Source: an optimization exercise on an open RTL-to-GDS flow (aim: small area, a short achievable clock period and few clock cycles per item). Production flows keep margins and buffers that such runs may drop. RTL that was checked went through simulation tests only; none was proved equivalent to the original. No activity file was given, so power comes from the tool's default toggle rates.

==> flow/design.v (excerpt) <==
module motion_phase_classifier #(
   parameter int                          QUEUE_DEPTH = mpc_pkg::QUEUE_DEPTH_DEFAULT,
   parameter logic [mpc_pkg::HOLD_W-1:0] STATIONARY_HOLD_US =
      mpc_pkg::STATIONARY_HOLD_DEFAULT
) (
   input  logic                                clock,
   input  logic                                reset,
   input  logic                                req_push,
   output logic                                req_full,
   input  logic signed [mpc_pkg::SPEED_W-1:0]  req_linear_speed,
   input  logic signed [mpc_pkg::SPEED_W-1:0]  req_angular_rate,
   input  logic [mpc_pkg::TIME_W-1:0]          req_sample_time,
   input  logic                                req_discard,
   output logic                                rsp_empty,
   input  logic                                rsp_pop,
   output logic [1:0]                          rsp_motion_phase,
   output logic                                rsp_switch_pending,
   input  logic                                csr_valid,
   output logic                                csr_ready,
   input  logic [mpc_pkg::CSR_IDX_W-1:0]       csr_index,
   input  logic [mpc_pkg::CSR_DATA_W-1:0]      csr_data
);
   logic [LIMIT_W-1:0] stat_lin_ff, stat_ang_ff;
   logic [LIMIT_W:0]   turn_enter_ff, turn_exit_ff, arc_enter_ff, arc_exit_ff;
   logic [HOLD_W-1:0]  enter_hold_ff, exit_hold_ff;
   logic [LIMIT_W:0]   limit_less;
   logic [1:0]        phase_ff, target, cand_target_ff;
  ...
For scale: ~200 flip-flops, ~13000 µm² of cells after synthesis.
export LEC_CHECK = 0
export CAP_MARGIN = 20
export CORE_MARGIN = 2
export CORE_UTILIZATION = 40
export SETUP_SLACK_MARGIN = 1.5
export SLEW_MARGIN = 20
create_clock -name core_clock -period 5.5 [get_ports {clock}]
run.sh (not shown) runs the stock make flow with config.mk's settings and CLKGATE_MAP_FILE= SYNTH_SCRIPT=/design/flow/synth_recipe.tcl, a recipe that flattens the netlist after the stock synthesis.
Rerun with:
- CORE_UTILIZATION: 40 -> 65
- SETUP_SLACK_MARGIN: 1.5 -> 2.5
After rerunning:
- setup slack improved by 0.19 ns
- utilization is higher by 36 points
- clock-buffer cell count does not change
- combinational power went up by 30%
Rerun with:
==> flow/flow/run.sh (new file) <==
#!/bin/bash
# The standard layout, with every port buffered by a plain buffer cell
# (repair may still resize it) instead of the default delay-buffer choice.
set -e
cp standard.sh synth_recipe.tcl config.mk constraint.sdc out/ 2>/dev/null || true
export BUFFER_PORTS_ARGS="-buffer_cell sky130_fd_sc_hd__buf_1"
bash standard.sh > standard.log 2>&1
==> flow/standard.sh (new file) <==
#!/bin/bash
# synth_recipe.tcl (not shown) runs the flow's synth.tcl, then flattens the netlist and writes it again
# the make line also repeats each setting of config.mk as NAME=value (left out here)
make -C /OpenROAD-flow-scripts/flow DESIGN_CONFIG=/design/flow/config.mk WORK_HOME=/design/flow/orfs CLKGATE_MAP_FILE= SYNTH_SCRIPT=/design/flow/synth_recipe.tcl "${@:-finish}"
- CORE_UTILIZATION: 65 -> 40
- SETUP_SLACK_MARGIN: 2.5 -> 2.0
removed: flow/run.sh
What happened: Total power went down by a few percent. Via count came out lower by a few percent. Utilization shrinks by 35 points. Cell area shrinks by a few percent.
Rerun with:
==> flow/run.sh (new file) <==
#!/bin/bash
# synth_recipe.tcl (not shown) runs the flow's synth.tcl, then flattens the netlist and writes it again
# the make line also repeats each setting of config.mk as NAME=value (left out here)
make -C /OpenROAD-flow-scripts/flow DESIGN_CONFIG=/design/flow/config.mk WORK_HOME=/design/flow/orfs CLKGATE_MAP_FILE= SYNTH_SCRIPT=/design/flow/synth_recipe.tcl finish
- SETUP_SLACK_MARGIN: 2.0 -> unset
removed: flow/flow/run.sh
removed: flow/standard.sh
=> Core utilization drops by 1.6 points; die area does not change; area after synthesis does not change; critical path depth falls by 4.
Function was not checked in any run of this note: the RTL went through the layout flow alone.

## juniper
motion_phase_classifier, a different RTL version from the one above (not shown whole).
Size: roughly 1,300 cells after synthesis, roughly 200 flip-flops, ~120 I/O pins, about 11,000 µm² of cells after synthesis.
clock: 5.5 ns
lec_check: 0
abc_area: 1
cap_margin: 20
core_margin: 2
core_utilization: 40
setup_slack_margin: 2.5
slew_margin: 20
standard.sh (not shown) runs the stock make flow with config.mk's settings and CLKGATE_MAP_FILE= SYNTH_SCRIPT=/design/flow/synth_recipe.tcl, a recipe that flattens the netlist after the stock synthesis.
==> flow/flow/run.sh <==
#!/bin/bash
# The standard layout, with every port buffered by a plain buffer cell
# (repair may still resize it) instead of the default delay-buffer choice.
set -e
export BUFFER_PORTS_ARGS="-buffer_cell sky130_fd_sc_hd__buf_1"
bash standard.sh > standard.log 2>&1
No stage failed in juniper, and the final checks on the layout all came back clean.
Testbench counts of juniper, summed over its fixed seeds: cycles 16,008, items 16,000.
#### Input delta (willow over juniper)
# juniper
export LEC_CHECK = 0
export ABC_AREA = 1
export CAP_MARGIN = 20
export CORE_MARGIN = 2
export CORE_UTILIZATION = 40
export SETUP_SLACK_MARGIN = 2.5
export SLEW_MARGIN = 20
create_clock -name core_clock -period 5.5 [get_ports {clock}]
# willow
export LEC_CHECK = 0
export CAP_MARGIN = 20
export CORE_MARGIN = 2
export CORE_UTILIZATION = 40
export CTS_BUF_LIST = sky130_fd_sc_hd__clkbuf_8
export CTS_CLUSTER_SIZE = 25
export SETUP_SLACK_MARGIN = 2.0
export SLEW_MARGIN = 20
create_clock -name core_clock -period 5.5 [get_ports {clock}]
Results
- juniper → willow: portion of total power attributed to combinational logic +1.8 points, detailed placement HPWL now larger, tightest slew margin relative to the limit climbed 15 points, routed length on met3 increased by about 15% relative to the old numbers.
--- input diff willow..onyx ---
# willow
export LEC_CHECK = 0
export CAP_MARGIN = 20
export CORE_MARGIN = 2
export CORE_UTILIZATION = 40
export CTS_BUF_LIST = sky130_fd_sc_hd__clkbuf_8
export CTS_CLUSTER_SIZE = 25
export SETUP_SLACK_MARGIN = 2.0
export SLEW_MARGIN = 20
create_clock -name core_clock -period 5.5 [get_ports {clock}]
# onyx
export LEC_CHECK = 0
export CAP_MARGIN = 20
export CORE_MARGIN = 2
export CORE_UTILIZATION = 40
export SETUP_SLACK_MARGIN = 2.0
export SLEW_MARGIN = 20
create_clock -name core_clock -period 5.5 [get_ports {clock}]
- onyx against willow: wire length ~0 delta; post-route minimum period now larger; area occupied by multi-input gates roughly the same; global-route usage shows an increase of 0.36 points.
- Looking at cell depth of the worst setup path, onyx sits 2 below willow.
- Multi-input combinational cell count of onyx is on par with willow.
Input changes introduced in amber (baseline for comparison: onyx):
# onyx
export LEC_CHECK = 0
export CAP_MARGIN = 20
export CORE_MARGIN = 2
export CORE_UTILIZATION = 40
export SETUP_SLACK_MARGIN = 2.0
export SLEW_MARGIN = 20
create_clock -name core_clock -period 5.5 [get_ports {clock}]
# amber
export LEC_CHECK = 0
export ABC_AREA = 1
export CAP_MARGIN = 20
export CORE_MARGIN = 2
export CORE_UTILIZATION = 40
export SETUP_SLACK_MARGIN = 2.0
export SLEW_MARGIN = 20
create_clock -name core_clock -period 5.5 [get_ports {clock}]
==> flow/flow/run.sh <==
#!/bin/bash
# The standard layout with two changes: every port is buffered by a plain
# buffer cell (repair may still resize it) instead of the default
# delay-buffer choice, and synthesis leaves adders to ABC instead of
# extracting full/half adder cells (same script, registers and names).
set -e
export BUFFER_PORTS_ARGS="-buffer_cell sky130_fd_sc_hd__buf_1"
export ADDER_MAP_FILE=
bash standard.sh > standard.log 2>&1
- amber: all stages complete, timing, DRC and antenna checks passed
- The area added between synthesis and finish number comes out higher for onyx vs amber.
- In the tables for amber and onyx, clock skew reads higher with amber.
- Looking at first element of the critical path, the req_linear_speed[15] result is from onyx; the csr_data[0] one comes from amber.
- Comparing amber and onyx, the higher mean number of vias per cell was measured on onyx.
- amber: combinational share of power is 3.6 points lower than what onyx reported.
- Going from onyx to amber, path length in cells of the critical path higher; cell count after placement rose 27%; via count climbed 493.
- Cmp amber vs onyx: number of post-CTS setup repair buffers lower in amber

## JK
Another version of the RTL of motion_phase_classifier (not shown whole).
Size in the first run: ~1300 cells after synthesis, ~190 flip-flops, about 11000 um2 of cells after synthesis.
==> flow/config.mk <==
export PLATFORM = sky130hd
export DESIGN_NAME = motion_phase_classifier
export DESIGN_NICKNAME = motion_phase_classifier
export VERILOG_FILES = /design/flow/design.v
export SDC_FILE = /design/flow/constraint.sdc
export NUM_CORES = 4
export LEC_CHECK = 0
export ABC_AREA = 1
export CAP_MARGIN = 20
export CORE_MARGIN = 2
export CORE_UTILIZATION = 40
export SETUP_SLACK_MARGIN = 2.0
export SLEW_MARGIN = 20
==> flow/constraint.sdc <==
create_clock -name core_clock -period 5.5 [get_ports {clock}]
set_input_delay 1.1000 -clock core_clock [delete_from_list [all_inputs] [get_ports {clock}]]
set_output_delay 1.1000 -clock core_clock [all_outputs]
set_load 0.01 [all_outputs]
==> flow/flow/run.sh <==
#!/bin/bash
# The standard layout, with every port buffered by a plain buffer cell
# (repair may still resize it) instead of the default delay-buffer choice.
set -e
export BUFFER_PORTS_ARGS="-buffer_cell sky130_fd_sc_hd__buf_1"
bash standard.sh > standard.log 2>&1
The inputs of AL differ from those of JK as listed below.
- putting CTS_BUF_LIST at sky130_fd_sc_hd__clkbuf_8 where nothing was set
- putting CTS_CLUSTER_SIZE at 16 where nothing was set
Results
- Compared with JK, AL shows a higher sequential power share.
- Note that the ratio of total power to cell area recorded for JK amounts to 1.07 times the value seen in AL.
- On AL: detailed-routing iteration count for the pre-antenna-repair pass is 2 higher than what JK gave.
- Between JK and AL, the flow reports number of vias in the routed layout increasing slightly.
- Re share of the core filled with cells: AL is 0.70 points down on JK.
- AL has met1 layer usage reported by global route below what JK had.
- AL — final wirelength about 0.3% higher, JK as reference
- Sort AL and JK by total power, descending, and JK comes first.
- | clock-cell share of area | higher: JK |
Function was not checked in any run of this note: the RTL went through the layout flow alone.

Another version of the RTL of motion_phase_classifier (not shown whole).
For scale: roughly 200 flip-flops, about 120 I/O pins, ~0.012 sq mm of cells after synthesis.
==> flow/config.mk <==
export PLATFORM = sky130hd
export DESIGN_NAME = motion_phase_classifier
export DESIGN_NICKNAME = motion_phase_classifier
export VERILOG_FILES = /design/flow/design.v
export SDC_FILE = /design/flow/constraint.sdc
export NUM_CORES = 4
export LEC_CHECK = 0
export ABC_AREA = 1
export CAP_MARGIN = 20
export CORE_MARGIN = 2
export CORE_UTILIZATION = 40
export SETUP_SLACK_MARGIN = 2.0
export SLEW_MARGIN = 20
==> flow/constraint.sdc <==
create_clock -name core_clock -period 5.5 [get_ports {clock}]
set_input_delay 1.1000 -clock core_clock [delete_from_list [all_inputs] [get_ports {clock}]]
set_output_delay 1.1000 -clock core_clock [all_outputs]
set_load 0.01 [all_outputs]
Scripts as last shown in full above: flow/flow/run.sh
==> next run, changes <==
--- a/flow/config.mk
+++ b/flow/config.mk
@@ -7,3 +7,2 @@
 export LEC_CHECK = 0
-export ABC_AREA = 1
 export CAP_MARGIN = 20
Outcome:
- fmax drops by 16%
- clock-buffer cell count is unchanged
- design area came out higher by 4.7%
- clock power is about the same
- wire length went up by 10%
- combinational power rose by 13%
- total power goes up by 3.9%
- setup slack got worse by 0.60 ns
No run of this note included a check of the RTL's function; only the layout flow was run.

## alpha
motion_phase_classifier, a different RTL version from the one above (not shown whole).
Size in the first run: about 1,200 cells after synthesis, ~200 flip-flops, about 120 I/O pins, ~12,000 um^2 of cells after synthesis.
Design motion_phase_classifier, start of the top module:
module motion_phase_classifier #(
   parameter int                          QUEUE_DEPTH = mpc_pkg::QUEUE_DEPTH_DEFAULT,
   parameter logic [mpc_pkg::HOLD_W-1:0] STATIONARY_HOLD_US =
      mpc_pkg::STATIONARY_HOLD_DEFAULT
) (
   input  logic                                clock,
   input  logic                                reset,
   input  logic                                req_push,
   output logic                                req_full,
   input  logic signed [mpc_pkg::SPEED_W-1:0]  req_linear_speed,
   input  logic signed [mpc_pkg::SPEED_W-1:0]  req_angular_rate,
   input  logic [mpc_pkg::TIME_W-1:0]          req_sample_time,
   input  logic                                req_discard,
   output logic                                rsp_empty,
   input  logic                                rsp_pop,
   output logic [1:0]                          rsp_motion_phase,
   output logic                                rsp_switch_pending,
   input  logic                                csr_valid,
   output logic                                csr_ready,
   input  logic [mpc_pkg::CSR_IDX_W-1:0]       csr_index,
   input  logic [mpc_pkg::CSR_DATA_W-1:0]      csr_data
);
   logic [LIMIT_W-1:0] stat_lin_ff, stat_ang_ff;
   logic [LIMIT_W:0]   turn_enter_ff, turn_exit_ff, arc_enter_ff, arc_exit_ff;
   logic [HOLD_W-1:0]  enter_hold_ff, exit_hold_ff;
   logic [LIMIT_W:0]   limit_less;
   logic [1:0]        phase_ff, target, cand_target_ff;
   logic              cand_valid_ff, out_valid_ff;
   logic [TIME_W-1:0] cand_start_ff;
   logic [HOLD_W-1:0] hold;
   logic [LIMIT_W:0]   turn_thr, arc_thr;
   logic              lin_neg, ang_neg;
   logic              take, stale, held, clear, same, stat_phase, new_cand, adopt;
   logic              stationary, turn_hit, arc_hit;
   assign csr_ready = 1'b1;
   assign limit_less = {1'b0, csr_data[LIMIT_W-1:0]} - 1'b1;
   localparam logic [LIMIT_W:0] TURN_ENTER_LESS = {1'b0, TURN_ENTER_RESET} - 1'b1;
   localparam logic [LIMIT_W:0] TURN_EXIT_LESS  = {1'b0, TURN_EXIT_RESET} - 1'b1;
   localparam logic [LIMIT_W:0] ARC_ENTER_LESS  = {1'b0, ARC_ENTER_RESET} - 1'b1;
   localparam logic [LIMIT_W:0] ARC_EXIT_LESS   = {1'b0, ARC_EXIT_RESET} - 1'b1;
   logic [HOLD_W-1:0]  wd_lo, wd_hi;
   logic [LIMIT_W:0]   wl_lo, wl_hi;
   logic [7:0]         we;
   assign wd_lo = csr_data & {HOLD_W{!reset}};
  ...
==> flow/config.mk <==
export PLATFORM = sky130hd
export DESIGN_NAME = motion_phase_classifier
export DESIGN_NICKNAME = motion_phase_classifier
export VERILOG_FILES = /design/flow/design.v
export SDC_FILE = /design/flow/constraint.sdc
export NUM_CORES = 4
export LEC_CHECK = 0
export CAP_MARGIN = 20
export CORE_MARGIN = 2
export CORE_UTILIZATION = 40
export CTS_BUF_LIST = sky130_fd_sc_hd__clkbuf_8
export CTS_CLUSTER_SIZE = 25
export SETUP_SLACK_MARGIN = 2.5
export SLEW_MARGIN = 20
==> flow/constraint.sdc <==
create_clock -name core_clock -period 5.5 [get_ports {clock}]
set_input_delay 1.1000 -clock core_clock [delete_from_list [all_inputs] [get_ports {clock}]]
set_output_delay 1.1000 -clock core_clock [all_outputs]
set_load 0.01 [all_outputs]
Scripts as last shown in full above: flow/flow/run.sh
Testbench counts of alpha, summed over its fixed seeds: cycles 16,008, items 16,000.
## Diff of input files: beta against alpha
==> flow/config.mk <==
export PLATFORM = sky130hd
export DESIGN_NAME = motion_phase_classifier
export DESIGN_NICKNAME = motion_phase_classifier
export VERILOG_FILES = /design/flow/design.v
export SDC_FILE = /design/flow/constraint.sdc
export NUM_CORES = 4
export LEC_CHECK = 0
export ABC_AREA = 1
export CAP_MARGIN = 20
export CORE_MARGIN = 2
export CORE_UTILIZATION = 40
export SETUP_SLACK_MARGIN = 2.5
export SLEW_MARGIN = 20
### Flow results
When beta is set beside alpha, its area inside the core boundary turns out to be 2.6% smaller. Cmp beta vs alpha: fraction of final layout cells with drive strength greater than 1 lower in beta. Changes observed in beta relative to alpha: layout overhead on the synthesized area lower; adder and majority cell fraction of the synthesized area lower.
--- input diff beta..gamma ---
-- flow/config.mk --
<<< beta, line 6
export NUM_CORES = 4
export LEC_CHECK = 0
export ABC_AREA = 1
export CAP_MARGIN = 20
export CORE_MARGIN = 2
export CORE_UTILIZATION = 40
export SETUP_SLACK_MARGIN = 2.5
export SLEW_MARGIN = 20
>>> gamma, line 6
export NUM_CORES = 4
export LEC_CHECK = 0
export CAP_MARGIN = 20
export CORE_MARGIN = 2
export CORE_UTILIZATION = 40
export SETUP_SLACK_MARGIN = 2.0
export SLEW_MARGIN = 20
## What came out
In the reports for gamma and beta, the larger slew of the pin with the lowest slew margin belongs to beta.
Sort gamma and beta by number of global-route vias before repair desc -> top: beta
Comparing the two runs side by side, gamma comes out ahead of beta on total internal power.
First-pass GRT wire length went up by a few percent going from beta to gamma.
On initial standard-cell utilization of the core, gamma and beta are neck and neck.
gamma ended with more signal arrival time at the worst endpoint than beta.
Of gamma and beta, the run reporting the higher final hold slack was gamma.

[port drivers added, routing unchanged]
Ports are ideal in the flow. The routed layouts listed here were re-timed in OpenROAD.
Step 1: set_driving_cell puts a clkbuf_16 on clock and a buf_2 on each other input, an assumption about the parent block.
Step 2 also shifts input and output timing later by t, the mid clock arrival at the registers, as if the neighbouring blocks saw the same clock.
Slacks: ideal / step 1 / step 2; pairs: ideal / step 1.
| run | shift t [ns] | slack for setup (ns) | worst hold slack (ns) | worst setup path after step 2 | slew at the worst register clock pin (ns) |
|---|---|---|---|---|---|
| the first run of note 1 | 0.485 | 1.619 / 1.648 / 1.163 | 0.757 / 0.757 / 0.757 | input to register | 0.09 / 0.09 |
| the second run of note 1 | 0.489 | 1.807 / 1.807 / 1.389 | 0.618 / 0.618 / 0.618 | input to register | 0.08 / 0.08 |
| the third run of note 1 | 0.488 | 1.907 / 1.903 / 1.415 | 0.693 / 0.693 / 0.693 | input to register | 0.09 / 0.09 |
| the fourth run of note 1 | 0.485 | 1.093 / 1.126 / 0.641 | 0.682 / 0.682 / 0.682 | input to register | 0.08 / 0.08 |
| juniper | 0.485 | 2.456 / 2.455 / 1.970 | 0.553 / 0.553 / 0.553 | input to register | 0.08 / 0.08 |
| willow | 0.517 | 1.921 / 1.921 / 1.478 | 0.655 / 0.655 / 0.655 | input to register | 0.12 / 0.12 |
| onyx | 0.481 | 1.910 / 1.864 / 1.382 | 0.650 / 0.650 / 0.650 | input to register | 0.08 / 0.08 |
| amber | 0.501 | 2.263 / 2.290 / 1.789 | 0.597 / 0.597 / 0.597 | input to register | 0.10 / 0.10 |
| JK | 0.482 | 2.211 / 2.237 / 1.755 | 0.557 / 0.557 / 0.557 | input to register | 0.08 / 0.08 |
| AL | 0.511 | 2.233 / 2.256 / 1.745 | 0.560 / 0.560 / 0.560 | input to register | 0.11 / 0.11 |
| the first run of note 4 | 0.490 | 2.269 / 2.269 / 1.832 | 0.563 / 0.563 / 0.563 | input to register | 0.08 / 0.08 |
| the second run of note 4 | 0.486 | 1.671 / 1.677 / 1.193 | 0.681 / 0.681 / 0.681 | input to register | 0.08 / 0.08 |
| alpha | 0.524 | 1.926 / 1.926 / 1.473 | 0.672 / 0.672 / 0.672 | input to register | 0.11 / 0.11 |
| beta | 0.478 | 2.344 / 2.344 / 2.022 | 0.542 / 0.542 / 0.542 | input to register | 0.08 / 0.08 |
| gamma | 0.500 | 1.978 / 1.978 / 1.558 | 0.664 / 0.664 / 0.664 | input to register | 0.08 / 0.08 |
After both steps setup and hold are still met in every run listed. For onyx, which loses most, drivers alone change the setup slack by -0.046 ns; drivers and shift together by -0.528 ns.
